Source: an optimization exercise on an open RTL-to-GDS flow (aim: a short achievable clock period and few clock cycles). Production flows keep margins and buffers that such runs may drop.
Function was checked by simulation only, so behaviour that the tests miss may differ from the original.
Power and IR drop assume default switching activity.

==> flow/design.v (outline; a module is shown in full before it is edited, if it fits) <==
// module cellXor2: 3 lines
// module cellXnor2: 3 lines
// module cellAnd2: 3 lines
// module cellNand2: 3 lines
// module cellNand4: 3 lines
// module cellA22oi: 3 lines
// module cellNor2: 3 lines
// module cellOr2: 3 lines
// module cellAndN: 3 lines
// module cellOrN: 3 lines
// module cellMaj3: 3 lines
// module cellAo21: 3 lines
// module ksAdd: 93 lines
// module bypass4n: 19 lines
// module bypass2n: 13 lines
// module alu: 25 lines
// module mulStage2: 290 lines
// module boothEnc: 12 lines
// module mulStage1: 1339 lines
// module fetchSel: 21 lines
// module incAdd8: 42 lines
// module srcBSel: 8 lines
// module fetchDecode: 34 lines
// module lessThan: 22 lines
// module executeStage: 30 lines
// module mispredictGate: 8 lines
// module pcSelect: 8 lines
// module hazardUnit: 33 lines
// module lateSel: 8 lines
// module memWriteback: 13 lines
// module processor: 299 lines
module processor (
    input  logic           clock,
    input  logic           rstN,
    output cpuPkg::wordT   addressImem,
    input  cpuPkg::wordT   qImem,
    output cpuPkg::wordT   addressDmem,
    output cpuPkg::wordT   data,
    output logic           wren,
    input  cpuPkg::wordT   qDmem,
    output logic           ctrlWriteEnable,
    output cpuPkg::regIdxT ctrlWriteReg,
    output cpuPkg::regIdxT ctrlReadRegA,
    output cpuPkg::regIdxT ctrlReadRegB,
    output cpuPkg::wordT   dataWriteReg,
    input  cpuPkg::wordT   dataReadRegA,
    input  cpuPkg::wordT   dataReadRegB
);
  // ...
==> flow/flow/run.sh <==
#!/bin/bash
# Standard layout (the standard.sh, standard synthesis unchanged) with two
# changes: the port buffers use buf_6 instead of the smallest buffer the
# resizer picks by default, and timing repair may change a cell's footprint
# (sizing across cell variants). Every tool's output goes to flow_make.log
# here; ORFS keeps its per-step logs under orfs/logs.
set -euo pipefail
bash standard.sh MATCH_CELL_FOOTPRINT=0 "BUFFER_PORTS_ARGS=-buffer_cell sky130_fd_sc_hd__buf_6" finish > flow_make.log 2>&1
==> flow/standard.sh <==
#!/bin/bash
# synth_recipe.tcl (not shown) runs the flow's synth.tcl, then flattens the netlist and writes it again
# the make line also repeats each setting of config.mk as NAME=value (left out here)
make -C /OpenROAD-flow-scripts/flow DESIGN_CONFIG=/design/flow/config.mk WORK_HOME=/design/flow/orfs CLKGATE_MAP_FILE= SYNTH_SCRIPT=/design/flow/synth_recipe.tcl "${@:-finish}"
==> flow/config.mk <==
export PLATFORM = sky130hd
export DESIGN_NAME = processor
export DESIGN_NICKNAME = processor
export VERILOG_FILES = /design/flow/design.v
export SDC_FILE = /design/flow/constraint.sdc
export NUM_CORES = 4
export LEC_CHECK = 0
export CAP_MARGIN = 20
export CELL_PAD_IN_SITES_DETAIL_PLACEMENT = 1
export CELL_PAD_IN_SITES_GLOBAL_PLACEMENT = 2
export CORE_MARGIN = 2
export CORE_UTILIZATION = 30
export PLACE_DENSITY = 0.45
export SETUP_SLACK_MARGIN = 5.0
export SLEW_MARGIN = 20
export SYNTH_HIERARCHICAL = 1
export TNS_END_PERCENT = 25
==> flow/constraint.sdc <==
create_clock -name core_clock -period 8.0 [get_ports {clock}]
set_input_delay 1.6000 -clock core_clock [delete_from_list [all_inputs] [get_ports {clock}]]
set_output_delay 1.6000 -clock core_clock [all_outputs]
set_load 0.01 [all_outputs]
==> results.txt, run 1 <==
- Hold Startpoint: xCat[0]
- GRT Resource Usage Total: 29.1%
- Hold slack: 480 ps
- Status: finished clean
- Initial Util: 30.1%
- Slowest stage delay, CP: 950 ps
- Core Rows: 158
- Worst path most repeated cell: xor2_2
- Peak VDD IR: 0.643 mV
- Net Sw Frac: 49.1%
- Post-DP Area: approximately 0.06 mm2
- CTS resizes: 609
- Met3 Use GR: 3.58%
- Met3 WL: around 11000 um
- Reg2Reg Setup Slack: 4420 ps
- Bufs and invs on worst path: 1
- Most common cell after layout, fill and taps aside: xor2_1
- Number of fillers in the final layout: 20300
- Power Clock: 4.34 mW
- Number of max-cap violations: 0
- Register area: about 0.014 mm2
- Final #Nets: ~6400
- # DRC: 0
- Clk Latency, worst-skew pair: between 700 and 800 ps
- Worst-path fanout max: 32
- Largest cell class by area: multi-input gates
- Largest Register: xmMulBits
- Clock period minus final worst setup slack: 3580 ps
- Synth warn: 7
- Multi-input logic area: about 0.042 mm2
- Clock skew: 39.6 ps
- Finished Layout Cells: 8858
- Inverters: ~190
- # diodes: 4
- Slew of the pin with the lowest slew margin: 1100 ps
Testbench counts, summed over its fixed seeds: cycles 16,627.
==> module pcSelect, before the edit <==
module pcSelect (
    input  wire       redirect,
    input  wire [7:0] redirPc,
    input  wire [7:0] nextPc,
    output wire [7:0] y
);
    assign y = redirect ? redirPc : nextPc;
endmodule
==> module hazardUnit, before the edit <==
module hazardUnit (
    input  wire [4:0] rs,
    input  wire [4:0] srcB,
    input  wire       usesA,
    input  wire       usesB,           
    input  wire       isMul,           
    input  wire       bImm,            
    input  wire       xWrites,         
    input  wire       xLate,           
    input  wire [1:0] xCat,            
    input  wire [4:0] xRd,
    input  wire       mWrites,         
    input  wire [4:0] mRd,
    output wire       stall,
    output wire [3:0] selA,            
    output wire [3:0] selB,            
    output wire [3:0] selBAlu,         
    output wire [1:0] selAMul,         
    output wire [1:0] selBMul
);
    wire xA = xWrites && xRd == rs;
    wire xB = xWrites && xRd == srcB;
    wire mA = mWrites && mRd == rs;
    wire mB = mWrites && mRd == srcB;
    wire fA = xA && !xLate;
    wire fB = xB && !xLate;
    assign stall = (xLate || isMul) && ((usesA && xA) || (usesB && xB));
    assign selA    = {!fA && mA, {2{fA}} & xCat, !fA && !mA};
    assign selB    = {!fB && mB, {2{fB}} & xCat, !fB && !mB};
    assign selBAlu = bImm ? 4'b0001 : selB;
    assign selAMul = {mA, !mA};
    assign selBMul = {mB, !mB};
endmodule
==> module processor, before the edit <==
module processor (
    input  logic           clock,
    input  logic           rstN,
    output cpuPkg::wordT   addressImem,
    input  cpuPkg::wordT   qImem,
    output cpuPkg::wordT   addressDmem,
    output cpuPkg::wordT   data,
    output logic           wren,
    input  cpuPkg::wordT   qDmem,
    output logic           ctrlWriteEnable,
    output cpuPkg::regIdxT ctrlWriteReg,
    output cpuPkg::regIdxT ctrlReadRegA,
    output cpuPkg::regIdxT ctrlReadRegB,
    output cpuPkg::wordT   dataWriteReg,
    input  cpuPkg::wordT   dataReadRegA,
    input  cpuPkg::wordT   dataReadRegB
);
    logic [31:0] pc;
    logic [31:0] pcPlusOne;
    logic [23:0] pcHiLess;
    logic [23:0] pcHiMore;
    logic [31:0] fetchNext;
    logic [31:0] pcNext;
    logic [31:0] pcOutNext;
    logic [31:0] pcOut;                 
    logic        fIsJump;
    logic        fPred;
    logic [31:0] dxRedir;               
    logic        stall;                 
    logic [31:0] seqPc;
    logic [4:0]  fSrcB;
    logic [4:0]  fSrcBOut;
    logic [3:0]  xBrKind;
    logic        xKill;                 
    logic        brEq, brLt;
    logic [3:0]  redirPart;             
    logic        redirect;              
    assign pcPlusOne   = pc + 32'd1;
    assign pcHiLess    = pc[31:8] - 24'd1;
    assign pcHiMore    = pc[31:8] + 24'd1;
    assign addressImem = pcOut;
    assign seqPc       = stall ? pc : pcPlusOne;
    fetchDecode uFetch (
        .qImem, .pc, .pcHiLess, .pcHiMore, .seqPc, .stall, .fetchNext, .isJump(fIsJump),
        .predTaken(fPred), .srcB(fSrcB), .srcBOut(fSrcBOut)
    );
    genvar gi;
    generate
        for (gi = 0; gi < 4; gi++) begin : gPc
            mispredictGate uMis (
                .kind(xBrKind & {4{!xKill}}), .eq(brEq), .lt(brLt), .y(redirPart[gi])
            );
            pcSelect uPcSel (
                .redirect(redirPart[gi]), .redirPc(dxRedir[gi*8 +: 8]),
                .nextPc(fetchNext[gi*8 +: 8]), .y(pcNext[gi*8 +: 8])
            );
            pcSelect uPcSelOut (
                .redirect(redirPart[gi]), .redirPc(dxRedir[gi*8 +: 8]),
                .nextPc(fetchNext[gi*8 +: 8]), .y(pcOutNext[gi*8 +: 8])
            );
        end
    endgenerate
    mispredictGate uMis (.kind(xBrKind & {4{!xKill}}), .eq(brEq), .lt(brLt), .y(redirect));
    always_ff @(posedge clock or negedge rstN) begin
        if (!rstN) begin
            pc    <= '0;
            pcOut <= '0;
        end else begin
            pc    <= pcNext;
            pcOut <= pcOutNext;
        end
    end
    logic [31:0] fdIr;
    logic        fdValid;
    logic        fdPred;
    logic [4:0]  fdSrcB;                
    logic [4:0]  fdRs;                  
    logic [4:0]  fdSrcBOut;             
    logic [31:0] fdPc;                  
    always_ff @(posedge clock or negedge rstN) begin
        if (!rstN) begin
            fdIr    <= nopWord;
            fdPred  <= 1'b0;
            fdSrcB  <= '0;
            fdRs    <= '0;
            fdSrcBOut <= '0;
            fdValid <= 1'b0;
        end else begin
            if (!stall) begin
                fdIr   <= fIsJump ? nopWord : qImem;
                fdPred <= fPred;
                fdSrcB <= fIsJump ? 5'd0 : fSrcB;
                fdRs   <= qImem[21:17];
                fdSrcBOut <= fSrcBOut;
            end
            fdValid <= !redirect && (fdValid || !stall);
        end
    end
    always_ff @(posedge clock) begin
        if (!stall) begin
            fdPc <= pcPlusOne;
        end
    end
    logic [4:0] dOp, dRd, dRs, dRt, dFn, dSrcB;
    logic       dIsAlu, dIsAddi, dIsLw, dIsSw, dIsBne, dIsBlt, dIsMul, dIsShift;
    logic       dWrites, dUsesA, dUsesB, dImmNZ, dUseImm;
    logic [1:0] dCat;                   
    logic [31:0] dRedirSum;
    logic [31:0] dImm;
    assign dOp  = fdIr[31:27];
    assign dRd  = fdIr[26:22];
    assign dRs  = fdIr[21:17];
    assign dRt  = fdIr[16:12];
    assign dFn  = fdIr[6:2];
    assign dImm = {{15{fdIr[16]}}, fdIr[16:0]};
    assign dImmNZ = |fdIr[16:0];
    assign dIsAlu   = fdValid && dOp == opAlu;
    assign dIsAddi  = fdValid && dOp == opAddi;
    assign dIsLw    = fdValid && dOp == opLw;
    assign dIsSw    = fdValid && dOp == opSw;
    assign dIsBne   = fdValid && dOp == opBne;
    assign dIsBlt   = fdValid && dOp == opBlt;
    assign dIsMul   = dIsAlu && dFn == aluMul;
    assign dIsShift = dIsAlu && (dFn == aluSll || dFn == aluSra);
    assign dWrites  = (dIsAlu || dIsAddi || dIsLw) && dRd != 5'd0;
    assign dSrcB    = fdSrcB;
    assign dUsesA   = dIsAlu || dIsAddi || dIsLw || dIsSw || dIsBne || dIsBlt;
    assign dUsesB   = (dIsAlu && !dIsShift) || dIsBne || dIsBlt || dIsSw;
    assign dUseImm  = dOp == opAddi || dOp == opLw || dOp == opSw;
    assign dCat     = {dOp == opAlu && (dFn == aluAnd || dFn == aluOr || dFn == aluSll || dFn == aluSra),
                       (dOp == opAlu && (dFn == aluAdd || dFn == aluSub)) || dUseImm};
    assign ctrlReadRegA = fdRs;
    assign ctrlReadRegB = fdSrcBOut;
    logic        xWrites, xLate, xIsLoad, xIsMul, xIsSw;
    logic [1:0]  xCat;
    logic        xSub;
    logic [4:0]  xRd;
    logic [31:0] dxA, dxB, dxBAlu;      
    logic [3:0]  xSelA, xSelB;          
    logic [3:0]  xSelAc, xSelBc;        
    logic [1:0]  xSelAm, xSelAm2, xSelBm;   
    logic [3:0]  xAluSel;
    logic [4:0]  xShamt;
    logic        xWritesE, xLateE;      
    logic        mWrites, mLate, mIsLoad, mIsMul, mIsSw;
    logic [1:0]  mCat;
    logic [4:0]  mRd;
    logic [3:0]  dSelA, dSelBAlu, dSelAc, dSelBc;
    logic [1:0]  dSelAm, dSelAm2, dSelBm;
    logic        stallC, stallM, stallM2;
    assign xWritesE = xWrites && !xKill;
    assign xLateE   = xLate && !xKill;
    hazardUnit uHazard (
        .rs(dRs), .srcB(dSrcB), .usesA(dUsesA), .usesB(dUsesB), .isMul(dIsMul), .bImm(dUseImm),
        .xWrites(xWritesE), .xLate(xLateE), .xCat, .xRd, .mWrites, .mRd,
        .stall, .selA(dSelA), .selB(), .selBAlu(dSelBAlu), .selAMul(), .selBMul()
    );
    hazardUnit uHazardC (
        .rs(dRs), .srcB(dSrcB), .usesA(dUsesA), .usesB(dUsesB), .isMul(dIsMul), .bImm(dUseImm),
        .xWrites(xWritesE), .xLate(xLateE), .xCat, .xRd, .mWrites, .mRd,
        .stall(stallC), .selA(dSelAc), .selB(dSelBc), .selBAlu(), .selAMul(), .selBMul()
    );
    hazardUnit uHazardM (
        .rs(dRs), .srcB(dSrcB), .usesA(dUsesA), .usesB(dUsesB), .isMul(dIsMul), .bImm(dUseImm),
        .xWrites(xWritesE), .xLate(xLateE), .xCat, .xRd, .mWrites, .mRd,
        .stall(stallM), .selA(), .selB(), .selBAlu(), .selAMul(dSelAm), .selBMul(dSelBm)
    );
    hazardUnit uHazardM2 (
        .rs(dRs), .srcB(dSrcB), .usesA(dUsesA), .usesB(dUsesB), .isMul(dIsMul), .bImm(dUseImm),
        .xWrites(xWritesE), .xLate(xLateE), .xCat, .xRd, .mWrites, .mRd,
        .stall(stallM2), .selA(), .selB(), .selBAlu(), .selAMul(dSelAm2), .selBMul()
    );
    ksAdd #(.SUB(0), .INV(0), .CIN(0)) uRedir (.a(fdPc), .b(dImm), .cin(1'b0), .s(dRedirSum), .s2());
    always_ff @(posedge clock or negedge rstN) begin
        if (!rstN) begin
            xKill   <= 1'b0;
            xWrites <= 1'b0;
            xLate   <= 1'b0;
            xIsLoad <= 1'b0;
            xIsMul  <= 1'b0;
            xIsSw   <= 1'b0;
            xBrKind <= '0;
            xCat    <= '0;
            xRd     <= '0;
        end else begin
            xKill <= redirect;
            if (stall) begin
                xWrites <= 1'b0;
                xLate   <= 1'b0;
                xIsLoad <= 1'b0;
                xIsMul  <= 1'b0;
                xIsSw   <= 1'b0;
                xBrKind <= '0;
                xCat    <= '0;
                xRd     <= '0;
            end else begin
                xWrites <= dWrites;
                xLate   <= dWrites && (dIsLw || dIsMul);
                xIsLoad <= dIsLw;
                xIsMul  <= dIsMul;
                xIsSw   <= dIsSw;
                xBrKind <= {dIsBlt && !fdPred && dImmNZ, dIsBlt && fdPred,
                            dIsBne && !fdPred && dImmNZ, dIsBne && fdPred};
                xCat    <= dCat;
                xRd     <= dRd;
            end
        end
    end
    always_ff @(posedge clock) begin
        dxA     <= dataReadRegA;
        dxB     <= dataReadRegB;
        dxBAlu  <= dUseImm ? dImm : dataReadRegB;
        dxRedir <= fdPred ? fdPc : dRedirSum;
        xSub    <= dOp == opAlu && dFn == aluSub;
        xSelA   <= dSelA;
        xSelB   <= dSelBAlu;
        xSelAc  <= dSelAc;
        xSelBc  <= dSelBc;
        xSelAm  <= dSelAm;
        xSelAm2 <= dSelAm2;
        xSelBm  <= dSelBm;
        xAluSel <= {dFn == aluSra, dFn == aluSll, dFn == aluOr, dFn == aluAnd};
        xShamt  <= fdIr[11:7];
    end
    logic [31:0] xmSum, xmRest, mwO;
    logic [31:0] nAluA, nAluB, nCmpA, nCmpB, nMulA, nMulA2, nMulB;
    logic [31:0] aluSum, aluSum2, aluRest;
    logic [31:0] xmAddr;                
    bypass4n uBypAluA (.sel(xSelA),  .r(dxA),    .mSum(xmSum), .mRest(xmRest), .w(mwO), .ny(nAluA));
    bypass4n uBypAluB (.sel(xSelB),  .r(dxBAlu), .mSum(xmSum), .mRest(xmRest), .w(mwO), .ny(nAluB));
    bypass4n uBypCmpA (.sel(xSelAc), .r(dxA),    .mSum(xmSum), .mRest(xmRest), .w(mwO), .ny(nCmpA));
    bypass4n uBypCmpB (.sel(xSelBc), .r(dxB),    .mSum(xmSum), .mRest(xmRest), .w(mwO), .ny(nCmpB));
    bypass2n uBypMulA (.sel(xSelAm), .r(dxA), .w(mwO), .ny(nMulA));
    bypass2n uBypMulA2 (.sel(xSelAm2), .r(dxA), .w(mwO), .ny(nMulA2));
    bypass2n uBypMulB (.sel(xSelBm), .r(dxB), .w(mwO), .ny(nMulB));
    alu uAlu (
        .na(nAluA), .nb(nAluB), .sub(xSub), .shamt(xShamt), .sel(xAluSel),
        .sum(aluSum), .sum2(aluSum2), .rest(aluRest)
    );
    executeStage uBranch (.nA(nCmpA), .nB(nCmpB), .eq(brEq), .lt(brLt));
    localparam int mulBitsW = 119;
    logic [mulBitsW-1:0] mulBits, xmMulBits;
    mulStage1 uMul1 (.na0(nMulA), .na1(nMulA2), .nb(nMulB), .bits(mulBits));
    logic [31:0] xmB;
    always_ff @(posedge clock or negedge rstN) begin
        if (!rstN) begin
            mWrites <= 1'b0;
            mLate   <= 1'b0;
            mIsLoad <= 1'b0;
            mIsMul  <= 1'b0;
            mIsSw   <= 1'b0;
            mCat    <= '0;
            mRd     <= '0;
        end else begin
            mWrites <= xWritesE;
            mLate   <= xLateE;
            mIsLoad <= xIsLoad && !xKill;
            mIsMul  <= xIsMul && !xKill;
            mIsSw   <= xIsSw && !xKill;
            mCat    <= xCat;
            mRd     <= xRd;
        end
    end
    always_ff @(posedge clock) begin
        xmSum     <= aluSum;
        xmAddr    <= aluSum2;
        xmRest    <= aluRest;
        xmB       <= ~nCmpB;
        xmMulBits <= mulBits;
    end
    logic [31:0] product, mResult, mResult2, mAlu;
    logic [31:0] mwOut;                 
    logic        wWrites;
    logic [4:0]  wRd;
    mulStage2 uMul2 (.bits(xmMulBits), .product);
    assign mAlu = mCat[0] ? xmSum : xmRest;
    memWriteback uMemWb (
        .isLoad(mIsLoad), .isMul(mIsMul), .qDmem, .product, .aluResult(mAlu), .result(mResult), .result2(mResult2)
    );
    assign addressDmem = xmAddr;        
    assign wren        = mIsSw;
    assign data        = xmB;
    always_ff @(posedge clock or negedge rstN) begin
        if (!rstN) begin
            wWrites <= 1'b0;
            wRd     <= '0;
        end else begin
            wWrites <= mWrites;
            wRd     <= mRd;
        end
    end
    always_ff @(posedge clock) begin
        mwO   <= mResult;
        mwOut <= mResult2;
    end
    assign dataWriteReg    = mwOut;
    assign ctrlWriteEnable = wWrites;
    assign ctrlWriteReg    = wRd;
endmodule
==> run 2: changes to the inputs <==
--- a/flow/design.v
+++ b/flow/design.v
@@ -41,6 +41,9 @@
 module cellA22oi (input wire a, input wire b, input wire c, input wire d, output wire y);
     assign y = ~((a & b) | (c & d));
 endmodule
+module cellInv (input wire a, output wire y);
+    assign y = ~a;
+endmodule
 module cellNor2 (input wire a, input wire b, output wire y);
     assign y = ~(a | b);
 endmodule
@@ -171,19 +174,6 @@
         end
     endgenerate
 endmodule
-module bypass2n (
-    input  wire [1:0]  sel,
-    input  wire [31:0] r,
-    input  wire [31:0] w,
-    output wire [31:0] ny
-);
-    genvar i;
-    generate
-        for (i = 0; i < 32; i++) begin : gBit
-            cellA22oi uY (.a(sel[0]), .b(r[i]), .c(sel[1]), .d(w[i]), .y(ny[i]));
-        end
-    endgenerate
-endmodule
 module alu (
     input  wire [31:0] na,
     input  wire [31:0] nb,
@@ -2028,13 +2018,27 @@
 );
     assign y = (kind[0] && eq) || (kind[1] && !eq) || (kind[2] && !lt) || (kind[3] && lt);
 endmodule
+module cellMux2 (input wire s, input wire a1, input wire a0, output wire y);
+    assign y = s ? a1 : a0;
+endmodule
 module pcSelect (
-    input  wire       redirect,
+    input  wire [3:0] kind,            
+    input  wire       eq,
+    input  wire       lt,
     input  wire [7:0] redirPc,
     input  wire [7:0] nextPc,
     output wire [7:0] y
 );
-    assign y = redirect ? redirPc : nextPc;
+    wire redirLt = (kind[0] && eq) || (kind[1] && !eq) || kind[3];      
+    wire redirGe = (kind[0] && eq) || (kind[1] && !eq) || kind[2];      
+    wire [7:0] yLt = redirLt ? redirPc : nextPc;
+    wire [7:0] yGe = redirGe ? redirPc : nextPc;
+    genvar i;
+    generate
+        for (i = 0; i < 8; i++) begin : gBit
+            cellMux2 uY (.s(lt), .a1(yLt[i]), .a0(yGe[i]), .y(y[i]));
+        end
+    endgenerate
 endmodule
 `default_nettype wire
 `timescale 1ns/1ps
@@ -2055,9 +2059,7 @@
     output wire       stall,
     output wire [3:0] selA,            
     output wire [3:0] selB,            
-    output wire [3:0] selBAlu,         
-    output wire [1:0] selAMul,         
-    output wire [1:0] selBMul
+    output wire [3:0] selBAlu          
 );
     wire xA = xWrites && xRd == rs;
     wire xB = xWrites && xRd == srcB;
@@ -2065,12 +2067,11 @@
     wire mB = mWrites && mRd == srcB;
     wire fA = xA && !xLate;
     wire fB = xB && !xLate;
-    assign stall = (xLate || isMul) && ((usesA && xA) || (usesB && xB));
+    assign stall = ((xLate || isMul) && ((usesA && xA) || (usesB && xB))) ||
+                   (isMul && (mA || mB));
     assign selA    = {!fA && mA, {2{fA}} & xCat, !fA && !mA};
     assign selB    = {!fB && mB, {2{fB}} & xCat, !fB && !mB};
     assign selBAlu = bImm ? 4'b0001 : selB;
-    assign selAMul = {mA, !mA};
-    assign selBMul = {mB, !mB};
 endmodule
 `default_nettype wire
 `timescale 1ns/1ps
@@ -2135,7 +2136,6 @@
     logic [3:0]  xBrKind;
     logic        xKill;                 
     logic        brEq, brLt;
-    logic [3:0]  redirPart;             
     logic        redirect;              
     assign pcPlusOne   = pc + 32'd1;
     assign pcHiLess    = pc[31:8] - 24'd1;
@@ -2149,15 +2149,12 @@
     genvar gi;
     generate
         for (gi = 0; gi < 4; gi++) begin : gPc
-            mispredictGate uMis (
-                .kind(xBrKind & {4{!xKill}}), .eq(brEq), .lt(brLt), .y(redirPart[gi])
-            );
             pcSelect uPcSel (
-                .redirect(redirPart[gi]), .redirPc(dxRedir[gi*8 +: 8]),
+                .kind(xBrKind & {4{!xKill}}), .eq(brEq), .lt(brLt), .redirPc(dxRedir[gi*8 +: 8]),
                 .nextPc(fetchNext[gi*8 +: 8]), .y(pcNext[gi*8 +: 8])
             );
             pcSelect uPcSelOut (
-                .redirect(redirPart[gi]), .redirPc(dxRedir[gi*8 +: 8]),
+                .kind(xBrKind & {4{!xKill}}), .eq(brEq), .lt(brLt), .redirPc(dxRedir[gi*8 +: 8]),
                 .nextPc(fetchNext[gi*8 +: 8]), .y(pcOutNext[gi*8 +: 8])
             );
         end
@@ -2240,7 +2237,9 @@
     logic [31:0] dxA, dxB, dxBAlu;      
     logic [3:0]  xSelA, xSelB;          
     logic [3:0]  xSelAc, xSelBc;        
-    logic [1:0]  xSelAm, xSelAm2, xSelBm;   
+    logic [31:0] dxMulNA, dxMulNA2;     
+    logic [31:0] dxMulNB;
+    logic [31:0] dNotA, dNotA2, dNotB;
     logic [3:0]  xAluSel;
     logic [4:0]  xShamt;
     logic        xWritesE, xLateE;      
@@ -2248,30 +2247,27 @@
     logic [1:0]  mCat;
     logic [4:0]  mRd;
     logic [3:0]  dSelA, dSelBAlu, dSelAc, dSelBc;
-    logic [1:0]  dSelAm, dSelAm2, dSelBm;
-    logic        stallC, stallM, stallM2;
+    logic        stallC;
     assign xWritesE = xWrites && !xKill;
     assign xLateE   = xLate && !xKill;
     hazardUnit uHazard (
         .rs(dRs), .srcB(dSrcB), .usesA(dUsesA), .usesB(dUsesB), .isMul(dIsMul), .bImm(dUseImm),
         .xWrites(xWritesE), .xLate(xLateE), .xCat, .xRd, .mWrites, .mRd,
-        .stall, .selA(dSelA), .selB(), .selBAlu(dSelBAlu), .selAMul(), .selBMul()
+        .stall, .selA(dSelA), .selB(), .selBAlu(dSelBAlu)
     );
     hazardUnit uHazardC (
         .rs(dRs), .srcB(dSrcB), .usesA(dUsesA), .usesB(dUsesB), .isMul(dIsMul), .bImm(dUseImm),
         .xWrites(xWritesE), .xLate(xLateE), .xCat, .xRd, .mWrites, .mRd,
-        .stall(stallC), .selA(dSelAc), .selB(dSelBc), .selBAlu(), .selAMul(), .selBMul()
-    );
-    hazardUnit uHazardM (
-        .rs(dRs), .srcB(dSrcB), .usesA(dUsesA), .usesB(dUsesB), .isMul(dIsMul), .bImm(dUseImm),
-        .xWrites(xWritesE), .xLate(xLateE), .xCat, .xRd, .mWrites, .mRd,
-        .stall(stallM), .selA(), .selB(), .selBAlu(), .selAMul(dSelAm), .selBMul(dSelBm)
-    );
-    hazardUnit uHazardM2 (
-        .rs(dRs), .srcB(dSrcB), .usesA(dUsesA), .usesB(dUsesB), .isMul(dIsMul), .bImm(dUseImm),
-        .xWrites(xWritesE), .xLate(xLateE), .xCat, .xRd, .mWrites, .mRd,
-        .stall(stallM2), .selA(), .selB(), .selBAlu(), .selAMul(dSelAm2), .selBMul()
+        .stall(stallC), .selA(dSelAc), .selB(dSelBc), .selBAlu()
     );
+    genvar gm;
+    generate
+        for (gm = 0; gm < 32; gm++) begin : gMulOp
+            cellInv uNa (.a(dataReadRegA[gm]), .y(dNotA[gm]));
+            cellInv uNa2 (.a(dataReadRegA[gm]), .y(dNotA2[gm]));
+            cellInv uNb (.a(dataReadRegB[gm]), .y(dNotB[gm]));
+        end
+    endgenerate
     ksAdd #(.SUB(0), .INV(0), .CIN(0)) uRedir (.a(fdPc), .b(dImm), .cin(1'b0), .s(dRedirSum), .s2());
     always_ff @(posedge clock or negedge rstN) begin
         if (!rstN) begin
@@ -2318,23 +2314,20 @@
         xSelB   <= dSelBAlu;
         xSelAc  <= dSelAc;
         xSelBc  <= dSelBc;
-        xSelAm  <= dSelAm;
-        xSelAm2 <= dSelAm2;
-        xSelBm  <= dSelBm;
+        dxMulNA  <= dNotA;
+        dxMulNA2 <= dNotA2;
+        dxMulNB  <= dNotB;
         xAluSel <= {dFn == aluSra, dFn == aluSll, dFn == aluOr, dFn == aluAnd};
         xShamt  <= fdIr[11:7];
     end
     logic [31:0] xmSum, xmRest, mwO;
-    logic [31:0] nAluA, nAluB, nCmpA, nCmpB, nMulA, nMulA2, nMulB;
+    logic [31:0] nAluA, nAluB, nCmpA, nCmpB;
     logic [31:0] aluSum, aluSum2, aluRest;
     logic [31:0] xmAddr;                
     bypass4n uBypAluA (.sel(xSelA),  .r(dxA),    .mSum(xmSum), .mRest(xmRest), .w(mwO), .ny(nAluA));
     bypass4n uBypAluB (.sel(xSelB),  .r(dxBAlu), .mSum(xmSum), .mRest(xmRest), .w(mwO), .ny(nAluB));
     bypass4n uBypCmpA (.sel(xSelAc), .r(dxA),    .mSum(xmSum), .mRest(xmRest), .w(mwO), .ny(nCmpA));
     bypass4n uBypCmpB (.sel(xSelBc), .r(dxB),    .mSum(xmSum), .mRest(xmRest), .w(mwO), .ny(nCmpB));
-    bypass2n uBypMulA (.sel(xSelAm), .r(dxA), .w(mwO), .ny(nMulA));
-    bypass2n uBypMulA2 (.sel(xSelAm2), .r(dxA), .w(mwO), .ny(nMulA2));
-    bypass2n uBypMulB (.sel(xSelBm), .r(dxB), .w(mwO), .ny(nMulB));
     alu uAlu (
         .na(nAluA), .nb(nAluB), .sub(xSub), .shamt(xShamt), .sel(xAluSel),
         .sum(aluSum), .sum2(aluSum2), .rest(aluRest)
@@ -2342,7 +2335,7 @@
     executeStage uBranch (.nA(nCmpA), .nB(nCmpB), .eq(brEq), .lt(brLt));
     localparam int mulBitsW = 119;
     logic [mulBitsW-1:0] mulBits, xmMulBits;
-    mulStage1 uMul1 (.na0(nMulA), .na1(nMulA2), .nb(nMulB), .bits(mulBits));
+    mulStage1 uMul1 (.na0(dxMulNA), .na1(dxMulNA2), .nb(dxMulNB), .bits(mulBits));
     logic [31:0] xmB;
     always_ff @(posedge clock or negedge rstN) begin
         if (!rstN) begin
==> results.txt, run 2 <==
- Fraction of layout cells with a size suffix above 1: 38.8% (was 41.8%)
- H-tree Lvls: 3 (unchanged)
- Worst path most repeated cell: nand2_1 (was xor2_2)
- Logic pwr share: 61.5% (was 67.2%)
- Number of fillers in the final layout: 21200 (was 20300)
- RSZ-0062 raised after global routing: true (unchanged)
- Number of max-cap violations: 0 (unchanged)
- Avg Cell Area, Syn: 9.75 um2 (was 9.65 um2)
- Clock skew: 52.1 ps (was 39.6 ps)
- Post-Syn Area: 0.0579 mm2 (was 0.0556 mm2)
- Cell Chain, Critical Path: or3_4 > nor3_4 > nand2_1 > o21ai_2 > nand2_1 > nor3_2 > o22ai_2 > nand2_2 > buf_6 > buf_12 > nor4_4 > buf_4 > buf_12 > nand4_1 > xnor2_1 > a222oi_1 > nand2_1 > mux2_2 > mux2_4 (was buf_4 > a22oi_2 > o22ai_2 > xor2_2 > maj3_2 > xor2_2 > xor2_2 > maj3_2 > xor2_1 > xor2_1)
- Count of final hold-check violations: 0 (unchanged)
- Layout area overhead: 26.4% (was 30.3%)
- Most common cell after layout, fill and taps aside: xor2_1 (unchanged)
- Bufs and invs on worst path: 4 (was 1)
- Slowest stage delay, CP: 420 ps (was 950 ps)
- Register area: 0.0157 mm2 (was 0.0142 mm2)
- Pwr/cell area: 372 mW/mm2 (was 415 mW/mm2)
- Net Sw Frac: 47.1% (was 49.1%)
- Flop pwr share: 21.9% (was 18.3%)
- Hold_buf cts: 0 (unchanged)
- Endpoints failing setup: 0 (unchanged)
- Number of global-route vias before repair: 47600 (was 47900)
- Slew Viols, Final: 0 (unchanged)
- Total internal power: 14.4 mW (was 15.3 mW)
- Iteration-0 DRC Markers: 3273 (was 3075)
- Crit share post-route: 45.3% (was 44.7%)
- Status: finished clean (unchanged)
- First-pass iteration count of the detailed router: 6 (was 7)
- Via count: 47100 (was 46900)
- Max FFs per register: 119 (unchanged)
- Root Driver: clkbuf_16 (unchanged)
- Routed len/inst: 30.9 um (was 32.0 um)
- Worst path slowest cell: dfrtp_1 (was a22oi_2)
- NetSw: 12.8 mW (was 14.8 mW)
- Slew margin rel.: 18.1% (was 26.6%)
- Reg2Reg Setup Slack: 4380 ps (was 4420 ps)
- Layout Cell Area excl Fill: 0.0732 mm2 (was 0.0725 mm2)
- Core footprint: 0.192 mm2 (was 0.185 mm2)
- GP Congestion: 0.866 (was 0.895)
- Die Y: 443 um (was 435 um)
- Clk Latency, worst-skew pair: 760 ps (was 750 ps)
- DIE WIDTH: 443 um (was 435 um)
- DP HPWL: 206000 um (was 209000 um)
- GRT Resource Usage Total: 26.9% (was 29.1%)
- Largest Register: xmMulBits (unchanged)
- Post-DP Area: 0.0621 mm2 (was 0.0600 mm2)
- Core Rows: 161 (was 158)
- Clk pwr share: 16.6% (was 14.4%)
- CTS tree: built (unchanged)
- # DRC: 0 (unchanged)
- Critical Path AT: 4260 ps (was 4180 ps)
- Initial Util: 30.1% (about the same)
- Final #Nets: 6552 (was 6435)
- Synth warn: 7 (unchanged)
- Final wirelength: 279000 um (was 284000 um)
- Most frequent cells in the layout: xor2_1 (880), dfxtp_1 (486), and2_1 (474) (was xor2_1 (817), and2_1 (479), a21o_1 (461))
- Clock sinks: 723 (was 649)
- Worst-path fanout max: 6 (was 32)
- Fmax: 0.276 GHz (was 0.280 GHz)
- Multi-input logic area: 0.0418 mm2 (was 0.0421 mm2)
- PnR Total Power: 27.2 mW (was 30.1 mW)
- Total gr overflow: 0 (unchanged)
- Clock-pin slew on the worst setup and hold paths: 60 ps (about the same)
- Antenna violations before repair: 18 (was 13)
- Worst Path Required: 8630 ps (was 8600 ps)
- Peak VDD IR: 0.354 mV (was 0.643 mV)
- Largest net degree at the start of global routing: 63 (unchanged)
- Buffers on Ports: 274 (unchanged)
- Worst hold path class: flop to flop (unchanged)
- Crit end category: flop (unchanged)
- Clock period minus final worst setup slack: 3620 ps (was 3580 ps)
- Max Root-Sink Buffers: 3 (unchanged)
- Critical path type: flop to flop (unchanged)
- Cell family with most CP delay: simple AND/OR/NAND/NOR gates (was compound AO/OA/AOI/OAI gates)
- Util after Layout: 38.1% (was 39.2%)
- Avg Vias per Cell: 5.22 (was 5.29)
- IO Count: 275 (unchanged)
- CP Launch Type: flop (unchanged)
- Post-route ant nets: 0 (unchanged)
- First-pass GRT wire length: 379000 um (was 387000 um)
- Die area: 0.197 mm2 (was 0.189 mm2)
- Number of buffers created by CTS: 94 (was 86)
- Setup total negative slack: 0 ps (unchanged)
- Post-Synthesis Cells: 5941 (was 5763)
- Leakage power: 32.7 nW (was 31.3 nW)
- Slew of the pin with the lowest slew margin: 1220 ps (was 1100 ps)
## run 2: cell types whose count changed in the layout (fill, tap and decap cells not counted), moves of 22 or more
cell,delta
xor2_1,+63
dfxtp_2,-52
dfxtp_1,+125
mux2_2,+64
buf_4,-40
inv_1,+89
mux2_4,+72
and2_2,+22
o22ai_4,-29
xor2_2,-36
buf_6,-26
xor2_4,-29
a22oi_2,-77
xnor2_1,-25
## run 2: final timing paths
path                          start   endpoint  cells past startpoint
setup / recovery           fdIr[28]  pcOut[27]                     19
hold / removal              xCat[0]       mCat                      0
setup reg to reg           fdIr[28]  pcOut[27]                     19
hold reg to reg             xCat[0]       mCat                      0
max in group asynchronous      rstN  fdSrcB[2]                      2
min in group asynchronous      rstN  pcOut[18]                      1
## run 2: cell type report
cell class                      count  area share [%]
Tap cell                         2526            4.32
Clock buffer                      132            3.68
Antenna cell                        7          0.0239
Timing Repair inverter              1          0.0103
Timing Repair Buffer              766            11.3
Sequential cell                   723            21.4
Clock inverter                     44           0.714
Multi-Input combinational cell   4575            57.1
Inverter                          258            1.47
## run 2: metrics by stage
| stage | setup slack [ps] | std cells | hold WS (ps) |
|---|---|---|---|
| after CTS | 4470 | 8732 | 478 |
| final | 4380 | 9032 | 465 |
| after detailed placement | 3150 | 8443 | 463 |
| after global routing | 4200 | 9027 | 503 |
| after floorplan | 4180 | 5957 | 384 |
| after global placement | 3100 | 8443 | 464 |
## run 2: power groups by stage
stage          logic, mW  clock network, mW  registers [mW]
4_1_cts             15.1               4.65            5.91
3_3_place_gp        14.8                  0            5.96
5_1_grt             17.9               4.80            6.04
3_5_place_dp        14.8                  0            5.97
6_report            16.7               4.52            5.96
2_1_floorplan       10.9                  0            5.24
## run 2: what timing repair did
action,in CTS,in global routing
gates cloned,25,14
pin swaps,54,210
resized for setup,304,535
setup buffers,88,279
setup endpoints to repair,382,319
## run 2: layer usage
metal	wire length, um	up-vias	track usage (%)
met2	125000	1087	42.4
li1	-	21500	-
met3	12300	274	2.97
met5	33	-	0
met1	135000	24300	38.7
met4	7810	6	6.88
Testbench counts of run 2, summed over its fixed seeds: cycles 16,852.
==> run 3: changes to the inputs <==
--- a/flow/design.v
+++ b/flow/design.v
@@ -1921,6 +1921,23 @@
     assign srcB = (op == cpuPkg::opSw || op == cpuPkg::opBne || op == cpuPkg::opBlt) ?
                   ir[26:22] : ir[16:12];
 endmodule
+module preDecode (
+    input  wire [31:0] ir,
+    output wire        usesA,          
+    output wire        usesB,          
+    output wire        isMul,
+    output wire        useImm          
+);
+    wire [4:0] op = ir[31:27];
+    wire [4:0] fn = ir[6:2];
+    wire isAlu = op == cpuPkg::opAlu;
+    wire isBr  = op == cpuPkg::opBne || op == cpuPkg::opBlt;
+    assign useImm = op == cpuPkg::opAddi || op == cpuPkg::opLw || op == cpuPkg::opSw;
+    assign usesA  = isAlu || isBr || useImm;
+    assign usesB  = (isAlu && fn != cpuPkg::aluSll && fn != cpuPkg::aluSra) || isBr ||
+                    op == cpuPkg::opSw;
+    assign isMul  = isAlu && fn == cpuPkg::aluMul;
+endmodule
 module fetchDecode (
     input  wire [31:0] qImem,
     input  wire [31:0] pc,
@@ -2175,7 +2192,10 @@
     logic [4:0]  fdSrcB;                
     logic [4:0]  fdRs;                  
     logic [4:0]  fdSrcBOut;             
+    logic        fdUsesA, fdUsesB, fdIsMul, fdUseImm;    
+    logic        fUsesA, fUsesB, fIsMul, fUseImm;
     logic [31:0] fdPc;                  
+    preDecode uPre (.ir(qImem), .usesA(fUsesA), .usesB(fUsesB), .isMul(fIsMul), .useImm(fUseImm));
     always_ff @(posedge clock or negedge rstN) begin
         if (!rstN) begin
             fdIr    <= nopWord;
@@ -2183,6 +2203,10 @@
             fdSrcB  <= '0;
             fdRs    <= '0;
             fdSrcBOut <= '0;
+            fdUsesA <= 1'b0;
+            fdUsesB <= 1'b0;
+            fdIsMul <= 1'b0;
+            fdUseImm <= 1'b0;
             fdValid <= 1'b0;
         end else begin
             if (!stall) begin
@@ -2191,6 +2215,10 @@
                 fdSrcB <= fIsJump ? 5'd0 : fSrcB;
                 fdRs   <= qImem[21:17];
                 fdSrcBOut <= fSrcBOut;
+                fdUsesA  <= fUsesA && !fIsJump;
+                fdUsesB  <= fUsesB && !fIsJump;
+                fdIsMul  <= fIsMul && !fIsJump;
+                fdUseImm <= fUseImm && !fIsJump;
             end
             fdValid <= !redirect && (fdValid || !stall);
         end
@@ -2201,7 +2229,7 @@
         end
     end
     logic [4:0] dOp, dRd, dRs, dRt, dFn, dSrcB;
-    logic       dIsAlu, dIsAddi, dIsLw, dIsSw, dIsBne, dIsBlt, dIsMul, dIsShift;
+    logic       dIsAlu, dIsAddi, dIsLw, dIsSw, dIsBne, dIsBlt, dIsMul;
     logic       dWrites, dUsesA, dUsesB, dImmNZ, dUseImm;
     logic [1:0] dCat;                   
     logic [31:0] dRedirSum;
@@ -2219,13 +2247,12 @@
     assign dIsSw    = fdValid && dOp == opSw;
     assign dIsBne   = fdValid && dOp == opBne;
     assign dIsBlt   = fdValid && dOp == opBlt;
-    assign dIsMul   = dIsAlu && dFn == aluMul;
-    assign dIsShift = dIsAlu && (dFn == aluSll || dFn == aluSra);
+    assign dIsMul   = fdValid && fdIsMul;
     assign dWrites  = (dIsAlu || dIsAddi || dIsLw) && dRd != 5'd0;
     assign dSrcB    = fdSrcB;
-    assign dUsesA   = dIsAlu || dIsAddi || dIsLw || dIsSw || dIsBne || dIsBlt;
-    assign dUsesB   = (dIsAlu && !dIsShift) || dIsBne || dIsBlt || dIsSw;
-    assign dUseImm  = dOp == opAddi || dOp == opLw || dOp == opSw;
+    assign dUsesA   = fdValid && fdUsesA;
+    assign dUsesB   = fdValid && fdUsesB;
+    assign dUseImm  = fdUseImm;
     assign dCat     = {dOp == opAlu && (dFn == aluAnd || dFn == aluOr || dFn == aluSll || dFn == aluSra),
                        (dOp == opAlu && (dFn == aluAdd || dFn == aluSub)) || dUseImm};
     assign ctrlReadRegA = fdRs;
==> results.txt, run 3 <==
- Clock skew: 59.1 ps (was 52.1 ps)
- Crit share post-route: 43.7% (was 45.3%)
- Leakage power: 31.6 nW (was 32.7 nW)
- Endpoints failing setup: 0 (unchanged)
- Total gr overflow: 0 (unchanged)
- Crit end category: flop (unchanged)
- Fraction of layout cells with a size suffix above 1: 36.6% (was 38.8%)
- IO Count: 275 (unchanged)
- CTS tree: built (unchanged)
- Final #Nets: 6376 (was 6552)
- Number of buffers created by CTS: 97 (was 94)
- Most common cell after layout, fill and taps aside: xor2_1 (unchanged)
- H-tree Lvls: 3 (unchanged)
- Die area: 0.197 mm2 (about the same)
- Post-route ant nets: 0 (unchanged)
- Via count: 46500 (was 47100)
- Largest net degree at the start of global routing: 59 (was 63)
- Count of final hold-check violations: 0 (unchanged)
- Worst-path fanout max: 8 (was 6)
- Clock-pin slew on the worst setup and hold paths: 60 ps (about the same)
- Fmax: 0.286 GHz (was 0.276 GHz)
- DP HPWL: 211000 um (was 206000 um)
- Setup total negative slack: 0 ps (unchanged)
- Worst Path Required: 8620 ps (was 8630 ps)
- Largest Register: xmMulBits (unchanged)
- Synth warn: 7 (unchanged)
- Iteration-0 DRC Markers: 3508 (was 3273)
- Avg Vias per Cell: 5.25 (was 5.22)
- Number of global-route vias before repair: 47900 (was 47600)
- Slew of the pin with the lowest slew margin: 1120 ps (was 1220 ps)
- Number of max-cap violations: 0 (unchanged)
- PnR Total Power: 27.4 mW (was 27.2 mW)
- # DRC: 0 (unchanged)
- Core Rows: 161 (unchanged)
- Most frequent cells in the layout: xor2_1 (926), dfxtp_1 (485), a21o_1 (478) (was xor2_1 (880), dfxtp_1 (486), and2_1 (474))
- RSZ-0062 raised after global routing: true (unchanged)
- Buffers on Ports: 274 (unchanged)
- Reg2Reg Setup Slack: 4520 ps (was 4380 ps)
- Peak VDD IR: 0.325 mV (was 0.354 mV)
- Layout area overhead: 22.5% (was 26.4%)
- Worst hold path class: flop to flop (unchanged)
- Clock period minus final worst setup slack: 3490 ps (was 3620 ps)
- Util after Layout: 37.0% (was 38.1%)
- Post-Synthesis Cells: 5925 (was 5941)
- Slew margin rel.: 25.3% (was 18.1%)
- Initial Util: 30.2% (was 30.1%)
- Max FFs per register: 119 (unchanged)
- Clock sinks: 727 (was 723)
- Setup WS post-layout: 4510 ps (was 4380 ps)
- Routed len/inst: 31.8 um (was 30.9 um)
- Critical Path AT: 4110 ps (was 4260 ps)
- Root Driver: clkbuf_16 (unchanged)
- Antenna violations before repair: 13 (was 18)
- First-pass iteration count of the detailed router: 6 (unchanged)
- Core footprint: 0.192 mm2 (about the same)
- GP Congestion: 0.855 (was 0.866)
- Avg Cell Area, Syn: 9.80 um2 (was 9.75 um2)
- Hold_buf cts: 0 (unchanged)
- Slew Viols, Final: 0 (unchanged)
- Max Root-Sink Buffers: 3 (unchanged)
- CP Launch Type: primary input (was flop)
- Post-Syn Area: 0.0581 mm2 (was 0.0579 mm2)
- Pre-CTS WS: 3470 ps (was 3150 ps)
- Die Y: 444 um (was 443 um)
- GRT Resource Usage Total: 27.7% (was 26.9%)
- Clk Latency, worst-skew pair: 760 ps (about the same)
- First-pass GRT wire length: 389000 um (was 379000 um)
- Critical path type: primary input to flop (was flop to flop)
- Pwr/cell area: 384 mW/mm2 (was 372 mW/mm2)
- Final wirelength: 281000 um (was 279000 um)
- Status: finished clean (unchanged)
- DIE WIDTH: 444 um (was 443 um)
-- run 3: per-layer routing --
metal / vias to the layer above / wire [um] / track usage [%]
li1: 21200 / - / -
met1: 24000 / 140000 / 41.0
met2: 1005 / 124000 / 42.9
met3: 277 / 9170 / 2.24
met4: 2 / 7680 / 7.56
met5: - / 14 / 0
-- run 3: cell type report --
type                            instances  area, um2
Multi-Input combinational cell       4542      40900
Timing Repair Buffer                  602       6790
Clock inverter                         52        562
Tap cell                             2526       3160
Fill cell                           21300     121000
Sequential cell                       727      15800
Inverter                              272       1120
Timing Repair inverter                  1       8.76
Clock buffer                          130       2790
Antenna cell                            6       15.0
-- run 3: worst paths after layout --
check | from | endpoint | cells past startpoint
min reg2reg | xCat[0] | mCat | 0
max reg2reg | dxA[25] | pc[20] | 13
min in group asynchronous | rstN | pcOut[23] | 1
max | qImem[15] | pc[14] | 11
min | xCat[0] | mCat | 0
max in group asynchronous | rstN | fdSrcB[3] | 2
-- run 3: what timing repair did --
action / CTS / global route
setup endpoints to repair: 354 / 224
cloned: 31 / 6
pin swaps: 73 / 100
gates resized for setup: 524 / 176
buffers inserted: 157 / 46
-- run 3: where the power goes --
part / leakage, nW / internal [mW] / switching (mW)
Sequential: 6.69 / 4.58 / 1.39
Combinational: 23.3 / 7.11 / 9.63
Clock: 1.63 / 2.69 / 1.95
Total: 31.6 / 14.4 / 13.0
-- run 3: per-stage QoR --
stage          instances  instance area, um2  hold WS, ps
2_1_floorplan       5941               58200          384
3_3_place_gp        8430               62300          450
3_5_place_dp        8430               62300          453
4_1_cts             8800               69700          483
5_1_grt             8854               71100          489
6_report            8858               71200          479
-- run 3: critical path: stages --
cell and delay [ps]:
buf_8 140, or4_4 500, nor3_4 160, and3_4 200, o211ai_1 140, buf_4 210
buf_12 150, a222oi_1 260, nand2_1 190, mux2_2 300, mux2_4 250
Testbench counts of run 3, summed over its fixed seeds: cycles 16,852.
==> module alu, before the edit <==
module alu (
    input  wire [31:0] na,
    input  wire [31:0] nb,
    input  wire        sub,
    input  wire [4:0]  shamt,
    input  wire [3:0]  sel,       
    output wire [31:0] sum,       
    output wire [31:0] sum2,      
    output wire [31:0] rest
);
    wire [31:0] a   = ~na;
    wire [31:0] b   = ~nb;
    wire [31:0] sll = a << shamt;
    wire [31:0] sra = $signed(a) >>> shamt;
    wire [31:0] t;                
    genvar i;
    generate
        for (i = 0; i < 32; i++) begin : gT
            cellXor2 uT (.a(nb[i]), .b(sub), .y(t[i]));
        end
    endgenerate
    ksAdd #(.SUB(0), .INV(1), .CIN(1), .DUP(1)) uAdd (.a(na), .b(t), .cin(sub), .s(sum), .s2(sum2));
    assign rest = ({32{sel[0]}} & (a & b)) | ({32{sel[1]}} & (a | b)) |
                  ({32{sel[2]}} & sll) | ({32{sel[3]}} & sra);
endmodule
==> run 4: changes to the inputs <==
--- a/flow/design.v
+++ b/flow/design.v
@@ -174,11 +174,38 @@
         end
     endgenerate
 endmodule
+module barrelShift #(
+    parameter int RIGHT = 0
+) (
+    input  wire [31:0] a,
+    input  wire [4:0]  sh,
+    output wire [31:0] y
+);
+    wire [191:0] v;           
+    assign v[31:0] = a;
+    genvar l, i;
+    generate
+        for (l = 0; l < 5; l++) begin : gLevel
+            for (i = 0; i < 32; i++) begin : gBit
+                if (RIGHT) begin : gRight
+                    cellMux2 uM (.s(sh[l]), .a1(v[l*32+i]),
+                                 .a0(i + (1 << l) < 32 ? v[l*32+i+(1<<l)] : v[l*32+31]),
+                                 .y(v[(l+1)*32+i]));
+                end else begin : gLeft
+                    cellMux2 uM (.s(sh[l]), .a1(i >= (1 << l) ? v[l*32+i-(1<<l)] : 1'b0),
+                                 .a0(v[l*32+i]), .y(v[(l+1)*32+i]));
+                end
+            end
+        end
+    endgenerate
+    assign y = v[191:160];
+endmodule
 module alu (
     input  wire [31:0] na,
     input  wire [31:0] nb,
     input  wire        sub,
     input  wire [4:0]  shamt,
+    input  wire [4:0]  nShamtR,   
     input  wire [3:0]  sel,       
     output wire [31:0] sum,       
     output wire [31:0] sum2,      
@@ -186,9 +213,11 @@
 );
     wire [31:0] a   = ~na;
     wire [31:0] b   = ~nb;
-    wire [31:0] sll = a << shamt;
-    wire [31:0] sra = $signed(a) >>> shamt;
+    wire [31:0] sll;
+    wire [31:0] sra;
     wire [31:0] t;                
+    barrelShift #(.RIGHT(0)) uSll (.a(a), .sh(shamt), .y(sll));
+    barrelShift #(.RIGHT(1)) uSra (.a(a), .sh(nShamtR), .y(sra));
     genvar i;
     generate
         for (i = 0; i < 32; i++) begin : gT
@@ -2048,12 +2077,12 @@
 );
     wire redirLt = (kind[0] && eq) || (kind[1] && !eq) || kind[3];      
     wire redirGe = (kind[0] && eq) || (kind[1] && !eq) || kind[2];      
-    wire [7:0] yLt = redirLt ? redirPc : nextPc;
-    wire [7:0] yGe = redirGe ? redirPc : nextPc;
+    wire redir;
+    cellMux2 uR (.s(lt), .a1(redirLt), .a0(redirGe), .y(redir));
     genvar i;
     generate
         for (i = 0; i < 8; i++) begin : gBit
-            cellMux2 uY (.s(lt), .a1(yLt[i]), .a0(yGe[i]), .y(y[i]));
+            cellMux2 uY (.s(redir), .a1(redirPc[i]), .a0(nextPc[i]), .y(y[i]));
         end
     endgenerate
 endmodule
@@ -2269,6 +2298,7 @@
     logic [31:0] dNotA, dNotA2, dNotB;
     logic [3:0]  xAluSel;
     logic [4:0]  xShamt;
+    logic [4:0]  xShamtRN;              
     logic        xWritesE, xLateE;      
     logic        mWrites, mLate, mIsLoad, mIsMul, mIsSw;
     logic [1:0]  mCat;
@@ -2346,6 +2376,7 @@
         dxMulNB  <= dNotB;
         xAluSel <= {dFn == aluSra, dFn == aluSll, dFn == aluOr, dFn == aluAnd};
         xShamt  <= fdIr[11:7];
+        xShamtRN <= ~fdIr[11:7];
     end
     logic [31:0] xmSum, xmRest, mwO;
     logic [31:0] nAluA, nAluB, nCmpA, nCmpB;
@@ -2356,7 +2387,7 @@
     bypass4n uBypCmpA (.sel(xSelAc), .r(dxA),    .mSum(xmSum), .mRest(xmRest), .w(mwO), .ny(nCmpA));
     bypass4n uBypCmpB (.sel(xSelBc), .r(dxB),    .mSum(xmSum), .mRest(xmRest), .w(mwO), .ny(nCmpB));
     alu uAlu (
-        .na(nAluA), .nb(nAluB), .sub(xSub), .shamt(xShamt), .sel(xAluSel),
+        .na(nAluA), .nb(nAluB), .sub(xSub), .shamt(xShamt), .nShamtR(xShamtRN), .sel(xAluSel),
         .sum(aluSum), .sum2(aluSum2), .rest(aluRest)
     );
     executeStage uBranch (.nA(nCmpA), .nB(nCmpB), .eq(brEq), .lt(brLt));
==> results.txt, run 4 <==
- Status: finished clean (unchanged)
- DP HPWL: 211000 um (about the same)
- Antenna violations before repair: 16 (was 13)
- Met2 usage: 44.4% (was 42.9%)
- Fmax: 0.298 GHz (was 0.286 GHz)
- RSZ-0062 raised after global routing: true (unchanged)
- Clock skew: 75.9 ps (was 59.1 ps)
- Setup crit start: xSelA[0] (was qImem[15])
- Peak VDD IR: 0.372 mV (was 0.325 mV)
- Layout area overhead: 23.8% (was 22.5%)
- Reg2Reg Depth: 12 (was 13)
- First-pass GRT wire length: 384000 um (was 389000 um)
- Hold_buf cts: 0 (unchanged)
- GRT Resource Usage Total: 27.5% (was 27.7%)
- Setup WS post-layout: 4640 ps (was 4510 ps)
- Cell Chain, Critical Path: buf_8 > buf_6 > a22oi_2 > and2_4 > inv_2 > mux2_4 > mux2_4 > mux2_4 > mux2_4 > mux2_4 > a222oi_1 > nand2_1 (was buf_8 > or4_4 > nor3_4 > and3_4 > o211ai_1 > buf_4 > buf_12 > a222oi_1 > nand2_1 > mux2_2 > mux2_4)
- Slew of the pin with the lowest slew margin: 1100 ps (was 1120 ps)
- Critical Path AT: 4010 ps (was 4110 ps)
- Clock-pin slew on the worst setup and hold paths: 60 ps (about the same)
- Max FFs per register: 119 (unchanged)
- Worst setup endpoint: xmRest[14] (was pc[14])
- Fraction of layout cells with a size suffix above 1: 39.3% (was 36.6%)
- Bufs and invs on worst path: 3 (unchanged)
- Crit end category: flop (unchanged)
- Hold Path Cell Cnt: 0 (unchanged)
- Critical path type: flop to flop (was primary input to flop)
- Count of final hold-check violations: 0 (unchanged)
- Worst reg2reg startpoint: xSelA[0] (was dxA[25])
- Most frequent cells in the layout: xor2_1 (918), a21o_1 (472), dfxtp_1 (471) (was xor2_1 (926), dfxtp_1 (485), a21o_1 (478))
- Number of buffers created by CTS: 96 (was 97)
- Via count: 44900 (was 46500)
- GR peak layer: met2 (unchanged)
- Avg Cell Area, Syn: 9.99 um2 (was 9.80 um2)
- Routed len/inst: 31.8 um (about the same)
- Iteration-0 DRC Markers: 2928 (was 3508)
- Worst path slowest cell: a222oi_1 (was or4_4)
- Register area: 0.0159 mm2 (was 0.0158 mm2)
- Worst-path fanout max: 6 (was 8)
- Reg2Reg Setup Slack: 4640 ps (was 4520 ps)
- Number of fillers in the final layout: 21100 (was 21300)
- Largest net degree at the start of global routing: 65 (was 59)
- Worst hold path class: flop to flop (unchanged)
- Endpoints failing setup: 0 (unchanged)
- RR Endpoint: xmRest[14] (was pc[20])
- Met3 Use GR: 2.96% (was 2.24%)
- Buffers on Ports: 274 (unchanged)
- CTS tree: built (unchanged)
- GR met1 Demand/Resource: 39.2% (was 41.0%)
- Slowest stage delay, CP: 500 ps (about the same)
- First-pass iteration count of the detailed router: 6 (unchanged)
- DIE WIDTH: 444 um (about the same)
- # DRC: 0 (unchanged)
- Cell family with most CP delay: multiplexers (was simple AND/OR/NAND/NOR gates)
- Core Rows: 161 (unchanged)
- Clock period minus final worst setup slack: 3360 ps (was 3490 ps)
- Slew Viols, Final: 0 (unchanged)
- GP Congestion: 0.860 (was 0.855)
- Initial Util: 30.2% (about the same)
- Pre-CTS WS: 3750 ps (was 3470 ps)
- Final wirelength: 280000 um (was 281000 um)
- Post-Syn Area: 0.0582 mm2 (was 0.0581 mm2)
- Critical path depth: 12 (was 11)
- CP Launch Type: flop (was primary input)
- Leakage power: 32.8 nW (was 31.6 nW)
- Worst path most repeated cell: mux2_4
- Crit share post-route: 41.9% (was 43.7%)
- Clk Latency, worst-skew pair: 790 ps (was 760 ps)
- Die area: 0.197 mm2 (about the same)
- Number of max-cap violations: 0 (unchanged)
- H-tree Lvls: 3 (unchanged)
- Setup total negative slack: 0 ps (unchanged)
- Avg Vias per Cell: 5.10 (was 5.25)
- Multi-input logic area: 0.0411 mm2 (was 0.0409 mm2)
- Number of global-route vias before repair: 46600 (was 47900)
- Slew margin rel.: 26.9% (was 25.3%)
- Largest Register: xmMulBits (unchanged)
- Pwr/cell area: 401 mW/mm2 (was 384 mW/mm2)
- Clock sinks: 732 (was 727)
- IO Count: 275 (unchanged)
- Most common cell after layout, fill and taps aside: xor2_1 (unchanged)
- Post-route ant nets: 0 (unchanged)
- Core footprint: 0.193 mm2 (was 0.192 mm2)
- Max Root-Sink Buffers: 3 (unchanged)
- Worst Path Required: 8660 ps (was 8620 ps)
- Final #Nets: 6321 (was 6376)
- Die Y: 444 um (about the same)
- Total gr overflow: 0 (unchanged)
- Post-Synthesis Cells: 5821 (was 5925)
- Synth warn: 7 (unchanged)
- Root Driver: clkbuf_16 (unchanged)
run 4: cell types whose count changed in the layout (fill, tap and decap cells not counted), moves of 20 or more:
| cell | previous run | this run |
|---|---|---|
| mux2_4 | 137 | 402 |
| and2_4 | 47 | 82 |
| mux2_2 | 201 | 93 |
| a21oi_1 | 41 | 7 |
| conb_1 | 19 | 50 |
| and2_1 | 468 | 442 |
| mux4_2 | 46 | 0 |
| dfxtp_2 | 42 | 62 |
| xor2_4 | 15 | 40 |
| nor2_1 | 167 | 113 |
| a222oi_1 | 26 | 56 |
| nand2_1 | 175 | 206 |
| mux2i_1 | 46 | 4 |
| o21ai_0 | 44 | 24 |
run 4: how the worst min path moves through the flow:
stage                           start  endpoint  slack, ps
after global placement    dxRedir[31]    pc[31]        470
after global routing           mRd[0]    wRd[0]        480
after floorplan               xCat[0]      mCat        380
final                          mRd[0]    wRd[0]        470
after detailed placement      xCat[0]      mCat        470
after CTS                      xRd[3]    mRd[3]        480
run 4: metal layers:
layer / share of wire (%) / vias to the layer above / wire, um
li1: - / 20600 / -
met1: 49 / 23100 / 136000
met2: 46 / 923 / 128000
met3: 3.3 / 269 / 9260
met4: 2.4 / 2 / 6590
met5: 0.0043 / - / 12
run 4: metrics by stage:
step                cell area [um2]  hold WS (ps)  total power, mW  utilization (%)  instances
global route                  72000           478             30.5             37.4       8797
global placement              62300           470             21.0             32.4       8338
CTS                           69600           476             26.7             36.2       8701
finish                        72000           466             28.9             37.4       8804
detailed placement            62300           467             20.9             32.4       8338
floorplan                     58400           384             16.0                -       5867
run 4: area by class of cell:
cell class,instances,area share [%]
antenna,8,0.0278
sequential,732,22.1
clock inverter,53,1.21
tap,2526,4.39
inverter,301,1.75
multi-input combinational,4435,57.1
clock buffer,127,3.69
timing repair inverter,1,0.0122
timing repair buffer,621,9.70
run 4: what timing repair did:
action,in CTS,in global routing
endpoints found under the setup margin,356,258
setup buffers,144,94
resized for setup,481,262
pin swaps,82,178
gates cloned,39,1
run 4: power by group:
part	leakage, nW	switching (mW)	internal (mW)
Clock	1.70	1.96	2.91
Sequential	6.73	1.39	4.61
Combinational	24.4	10.2	7.86
run 4: worst reg2reg max path, delay by kind of cell (launching register included):
kind / cells / cell delay, ps
multiplexers: 5 / 1450
AND/OR/NAND/NOR: 2 / 340
flip-flops: 1 / 420
AO/OA/AOI/OAI: 2 / 690
buffers and inverters: 3 / 380
Testbench counts of run 4, summed over its fixed seeds: cycles 16,852.

port drivers added, routing unchanged:
The flow's constraints put no driver on any port. The routed layouts listed below were extracted and timed again, unchanged, in two steps.
Step 1, drivers: a clkbuf_16 drives clock and a buf_2 each remaining input, both assumed.
Step 2 moves the port delays by t, midway between the first and last clock arrival at a register: inputs arrive t later, outputs are due t later. That takes back most of the time a late clock gives input paths.
Three values: ideal, step 1, step 2; two values: the first two.
| run | shift t [ns] | setup WS [ns] | latest minus earliest clock arrival (ns) | slew at the worst register clock pin (ns) |
|---|---|---|---|---|
| run 1 | 0.810 | 4.425 / 4.425 / 3.800 | 0.040 / 0.040 | 0.07 / 0.07 |
| run 2 | 0.820 | 4.376 / 4.376 / 3.757 | 0.052 / 0.052 | 0.07 / 0.07 |
| run 3 | 0.817 | 4.507 / 4.518 / 3.730 | 0.059 / 0.060 | 0.07 / 0.07 |
| run 4 | 0.848 | 4.645 / 4.645 / 4.018 | 0.079 / 0.079 | 0.07 / 0.07 |
After both steps setup and hold are still met in every run listed. For run 3, which loses most, drivers alone change the setup slack by +0.011 ns; drivers and shift together by -0.777 ns.
